This is an optimization exercise on Yosys and OpenROAD, whose aim is small area and a short achievable clock period, not a production implementation. Only simulation tests tie the RTL to the original design; equivalence was not proved. Power is estimated from default activity; no workload was simulated.

Design alu_array_top, start of the top module:
module alu_array_top (
	input  logic         clk,
	input  logic         arst_n,
	input  logic         in_valid,
	input  logic [2:0]   op,          
	input  logic [127:0] a_bus,       
	input  logic [127:0] b_bus,
	output logic         out_valid,
	output logic [127:0] result_bus,
	output logic [3:0]   carry_bus,
	output logic [3:0]   zero_bus
);
	localparam int WIDTH = alu_pkg::WIDTH;
	localparam int LANES = alu_pkg::LANES;
	localparam int NBLK  = alu_pkg::NBLK;
	logic                   req_valid;
	logic [2:0]             req_op;
	logic                   req_sub;
	logic [LANES*WIDTH-1:0] req_sum;
	logic [LANES*NBLK-1:0]  req_gen;
	logic [LANES*WIDTH-1:0] res_result;
	logic [LANES-1:0]       res_cout;
	logic [LANES-1:0]       res_zero;
	op_dispatch u_dispatch (
		.clk       (clk),
		.arst_n    (arst_n),
		.in_valid  (in_valid),
		.op        (op),
		.a_bus     (a_bus),
		.b_bus     (b_bus),
		.req_valid (req_valid),
		.req_op    (req_op),
		.req_sub   (req_sub),
		.req_sum   (req_sum),
		.req_gen   (req_gen)
	);
	genvar i;
	generate
  ...
clock: 18.0 ns
lec_check: 0
cap_margin: 20
core_margin: 2
core_utilization: 40
slew_margin: 20
synth_hierarchical: 1
standard.sh (not shown) runs the stock make flow with config.mk's settings and CLKGATE_MAP_FILE= SYNTH_SCRIPT=/design/flow/synth_recipe.tcl, a recipe that flattens the netlist after the stock synthesis.
==> flow/flow/run.sh <==
#!/bin/bash
# The standard layout, with the smallest buffer on every port instead of the
# one buffer_ports picks on its own, a clock tree of smaller buffers without
# dummy loads, and timing repair that aims well below the clock period.
set -euo pipefail
export BUFFER_PORTS_ARGS="-buffer_cell sky130_fd_sc_hd__buf_1"
export CTS_ARGS="-sink_clustering_enable -repair_clock_nets -dont_use_dummy_load -sink_clustering_size 20 -sink_clustering_max_diameter 80 -buf_list {sky130_fd_sc_hd__clkbuf_4 sky130_fd_sc_hd__clkbuf_8}"
export SETUP_SLACK_MARGIN=13.25
bash standard.sh > standard.log 2>&1
The first run passed the timing, DRC and antenna checks.
Then changed:
--- a/flow/flow/run.sh
+++ b/flow/flow/run.sh
@@ -8 +8 @@
-export SETUP_SLACK_MARGIN=13.25
+export SETUP_SLACK_MARGIN=13.2
The new run ran to the end with no violations. Maximum frequency drops by 0.52%. Global-route usage drops by 0.82 points. Synthesized area does not change. Power drops by 1.3%. Final cell count hardly moves. Sequential share of layout area climbs by 1.1 points. Die area stays the same.

* * *

== run 1 ==
alu_array_top, a different RTL version from the one above (not shown whole).
For scale: about 1300 cells after synthesis, ~470 flip-flops, ~0.016 mm² of cells after synthesis.
Settings: LEC_CHECK=0, CAP_MARGIN=20, CORE_MARGIN=2, CORE_UTILIZATION=40, SLEW_MARGIN=20, SYNTH_HIERARCHICAL=1; clock period 18.0 ns.
==> flow/flow/run.sh <==
#!/bin/bash
# The standard layout, with the smallest buffer on every port instead of the
# one buffer_ports picks on its own, a clock tree of smaller buffers without
# dummy loads, and timing repair that aims well below the clock period.
set -euo pipefail
export BUFFER_PORTS_ARGS="-buffer_cell sky130_fd_sc_hd__buf_1"
export CTS_ARGS="-sink_clustering_enable -repair_clock_nets -dont_use_dummy_load -sink_clustering_size 30 -sink_clustering_max_diameter 100 -buf_list {sky130_fd_sc_hd__clkbuf_16}"
export SETUP_SLACK_MARGIN=13.2
bash standard.sh > standard.log 2>&1
Run 1 reached the end of the flow, and the finished layout is clean on the timing, DRC and antenna checks.
The inputs of run 2 differ from those of run 1 as listed below.
--- a/flow/flow/run.sh
+++ b/flow/flow/run.sh
@@ -6,3 +6,3 @@
 export BUFFER_PORTS_ARGS="-buffer_cell sky130_fd_sc_hd__buf_1"
-export CTS_ARGS="-sink_clustering_enable -repair_clock_nets -dont_use_dummy_load -sink_clustering_size 30 -sink_clustering_max_diameter 100 -buf_list {sky130_fd_sc_hd__clkbuf_16}"
+export CTS_ARGS="-sink_clustering_enable -repair_clock_nets -dont_use_dummy_load -sink_clustering_size 20 -sink_clustering_max_diameter 80 -buf_list {sky130_fd_sc_hd__clkbuf_4 sky130_fd_sc_hd__clkbuf_8}"
 export SETUP_SLACK_MARGIN=13.2
## What came out
- Run 1 ended up with u_dispatch.req_sum[123]$_DFF_P_ as its worst setup path endpoint; run 2 ended up with result_bus[69].
- Summary: with run 1 as the reference, overall power in run 2 moved down by a few percent.
- Run 2 vs. run 1: setup slack went up by 38 ps; fraction of power consumed by the clock network shows a reduction of 1.9 points.
- Number of fill cells delta (run 1 -> run 2): insignificant
- op[2] as the source of the critical timing path was reported by run 1, and u_collect.result_bus[69]$_DFF_P_ by run 2.

* * *

== v36 ==
alu_array_top with an RTL version that a note above also has.
For scale: roughly 470 flip-flops, ~18000 um^2 of cells after synthesis.
==> flow/config.mk <==
export PLATFORM = sky130hd
export DESIGN_NAME = alu_array_top
export DESIGN_NICKNAME = alu_array_top
export VERILOG_FILES = /design/flow/design.v
export SDC_FILE = /design/flow/constraint.sdc
export NUM_CORES = 4
export LEC_CHECK = 0
export CAP_MARGIN = 20
export CORE_MARGIN = 2
export CORE_UTILIZATION = 40
export SLEW_MARGIN = 20
==> flow/constraint.sdc <==
create_clock -name core_clock -period 18.0 [get_ports {clk}]
set_input_delay 3.6000 -clock core_clock [delete_from_list [all_inputs] [get_ports {clk}]]
set_output_delay 3.6000 -clock core_clock [all_outputs]
set_load 0.01 [all_outputs]
==> flow/flow/run.sh <==
#!/bin/bash
# The standard layout, with the smallest buffer on every port instead of the
# one buffer_ports picks on its own, a clock tree of smaller buffers without
# dummy loads, and timing repair that aims well below the clock period.
set -euo pipefail
export BUFFER_PORTS_ARGS="-buffer_cell sky130_fd_sc_hd__buf_1"
export CTS_ARGS="-sink_clustering_enable -repair_clock_nets -dont_use_dummy_load -buf_list {sky130_fd_sc_hd__clkbuf_4 sky130_fd_sc_hd__clkbuf_8}"
export SETUP_SLACK_MARGIN=13.2
bash standard.sh > standard.log 2>&1
Edits applied to the flow inputs when going from v36 to v4:
- SYNTH_HIERARCHICAL now 1, previously not set
diff --git a/flow/flow/run.sh b/flow/flow/run.sh
--- a/flow/flow/run.sh
+++ b/flow/flow/run.sh
@@ -7 +7 @@
-export CTS_ARGS="-sink_clustering_enable -repair_clock_nets -dont_use_dummy_load -buf_list {sky130_fd_sc_hd__clkbuf_4 sky130_fd_sc_hd__clkbuf_8}"
+export CTS_ARGS="-sink_clustering_enable -repair_clock_nets -dont_use_dummy_load -sink_clustering_size 16 -sink_clustering_max_diameter 60 -buf_list {sky130_fd_sc_hd__clkbuf_4 sky130_fd_sc_hd__clkbuf_8}"
### Flow results
Changes observed in v4 relative to v36: wire length per cell went up 1.1 um; maximum number of pins on one net before global-route repair went up about 30%; area inside the core boundary went down about 4.5%; max-cap check violation count held. Post-synth net total for v4: 13% down relative to v36. In v4, longest individual stage delay on the worst path is lower than in v36. Min portion of netlist area occupied by mux cells across v36 and v4: v36. Between v36 and v4, the flow reports clock-buffer cell count decreasing by more than a quarter. Going from v36 to v4, the wire length the detailed router placed on met1 was found to have gone down by 1800 um. v4 against v36; HPWL after detailed placement is down by a little under 10%.
## Diff of input files: v5 against v4
diff --git a/flow/flow/run.sh b/flow/flow/run.sh
--- a/flow/flow/run.sh
+++ b/flow/flow/run.sh
@@ -7,2 +7,2 @@
-export CTS_ARGS="-sink_clustering_enable -repair_clock_nets -dont_use_dummy_load -sink_clustering_size 16 -sink_clustering_max_diameter 60 -buf_list {sky130_fd_sc_hd__clkbuf_4 sky130_fd_sc_hd__clkbuf_8}"
-export SETUP_SLACK_MARGIN=13.2
+export CTS_ARGS="-sink_clustering_enable -repair_clock_nets -dont_use_dummy_load -sink_clustering_size 20 -sink_clustering_max_diameter 80 -buf_list {sky130_fd_sc_hd__clkbuf_4 sky130_fd_sc_hd__clkbuf_8}"
+export SETUP_SLACK_MARGIN=13.35
Results
Endpoint of the worst setup timing path = u_dispatch.req_sum[7]: v4; endpoint of the worst setup timing path = u_dispatch.req_sum[11]: v5. Summary — final antenna diode count, v5 relative to v4: lower, by 1. v5 against v4: average wire per cell in the routed design went up; peak supply drop went down; final period utilization did not really move.

* * *

Setup of old:
alu_array_top with an RTL version that a note above also has.
Size: roughly 1300 cells after synthesis.
Settings: LEC_CHECK=0, CAP_MARGIN=20, CORE_MARGIN=2, CORE_UTILIZATION=40, SLEW_MARGIN=20, SYNTH_HIERARCHICAL=1; clock period 18.0 ns.
==> flow/flow/run.sh <==
#!/bin/bash
# The standard layout, with the smallest buffer on every port instead of the
# one buffer_ports picks on its own, a clock tree of smaller buffers without
# dummy loads, and timing repair that aims well below the clock period.
set -euo pipefail
export BUFFER_PORTS_ARGS="-buffer_cell sky130_fd_sc_hd__buf_1"
export CTS_ARGS="-sink_clustering_enable -repair_clock_nets -dont_use_dummy_load -sink_clustering_size 20 -sink_clustering_max_diameter 50 -buf_list {sky130_fd_sc_hd__clkbuf_4 sky130_fd_sc_hd__clkbuf_8}"
export SETUP_SLACK_MARGIN=13.2
bash standard.sh > standard.log 2>&1
Modified inputs, new compared to old
==> flow/flow/run.sh <==
#!/bin/bash
# The standard layout, with the smallest buffer on every port instead of the
# one buffer_ports picks on its own, a clock tree of smaller buffers without
# dummy loads, and timing repair that aims well below the clock period.
set -euo pipefail
export BUFFER_PORTS_ARGS="-buffer_cell sky130_fd_sc_hd__buf_1"
export CTS_ARGS="-sink_clustering_enable -repair_clock_nets -dont_use_dummy_load -sink_clustering_size 18 -sink_clustering_max_diameter 60 -buf_list {sky130_fd_sc_hd__clkbuf_4 sky130_fd_sc_hd__clkbuf_8}"
export SETUP_SLACK_MARGIN=13.2
bash standard.sh > standard.log 2>&1
==> comparison <==
Routing usage on met2 ended up 0.78 points lower on new than on old. Compared to old, the router laid down less metal wire for new. Compared with old, new ends up with a smaller final cell area. Net load switching power on new is down relative to old. Compared with old, in new number of clock buffers in the layout moved down; logic gate share of total power moved up; insertion delay of the later-clocked pin in the worst-skew pair now sits lower; worst slew margin relative to its limit went down 20 points.

what the ideal ports hide:
No port has a modelled driver above. Below, the same layouts with a new extraction and two added sets of constraints.
Step 1, drivers: a clkbuf_16 drives clk and a buf_2 each remaining input, both assumed.
Step 2, shift: input delay + t, output delay - t, t = (earliest + latest rising clock arrival at the registers) / 2. This alone moves slack from input paths to output paths.
Three values: ideal ports, drivers, drivers and shift; two values: the first two.
run	shift t [ns]	slack for setup (ns)	hold WS [ns]	worst data-port slew with drivers (ns)
the first run of note 1	0.645	13.287 / 13.237 / 12.673	0.285 / 0.285 / 0.285	0.11
the second run of note 1	0.648	13.262 / 13.223 / 12.637	0.287 / 0.287 / 0.287	0.08
run 1	0.577	13.206 / 13.238 / 12.662	0.337 / 0.337 / 0.337	0.08
run 2	0.635	13.244 / 13.197 / 12.656	0.250 / 0.250 / 0.250	0.09
v36	0.641	13.135 / 13.146 / 12.505	0.291 / 0.291 / 0.291	0.06
v4	0.623	13.249 / 13.222 / 12.648	0.295 / 0.295 / 0.295	0.08
v5	0.653	13.242 / 13.241 / 12.588	0.281 / 0.281 / 0.281	0.08
old	0.632	13.227 / 13.228 / 12.622	0.284 / 0.284 / 0.284	0.10
new	0.614	13.240 / 13.218 / 12.653	0.276 / 0.276 / 0.276	0.10
After both steps every run listed still meets setup and hold. For v5, which loses most, drivers alone change the setup slack by -0.001 ns; drivers and shift together by -0.654 ns.
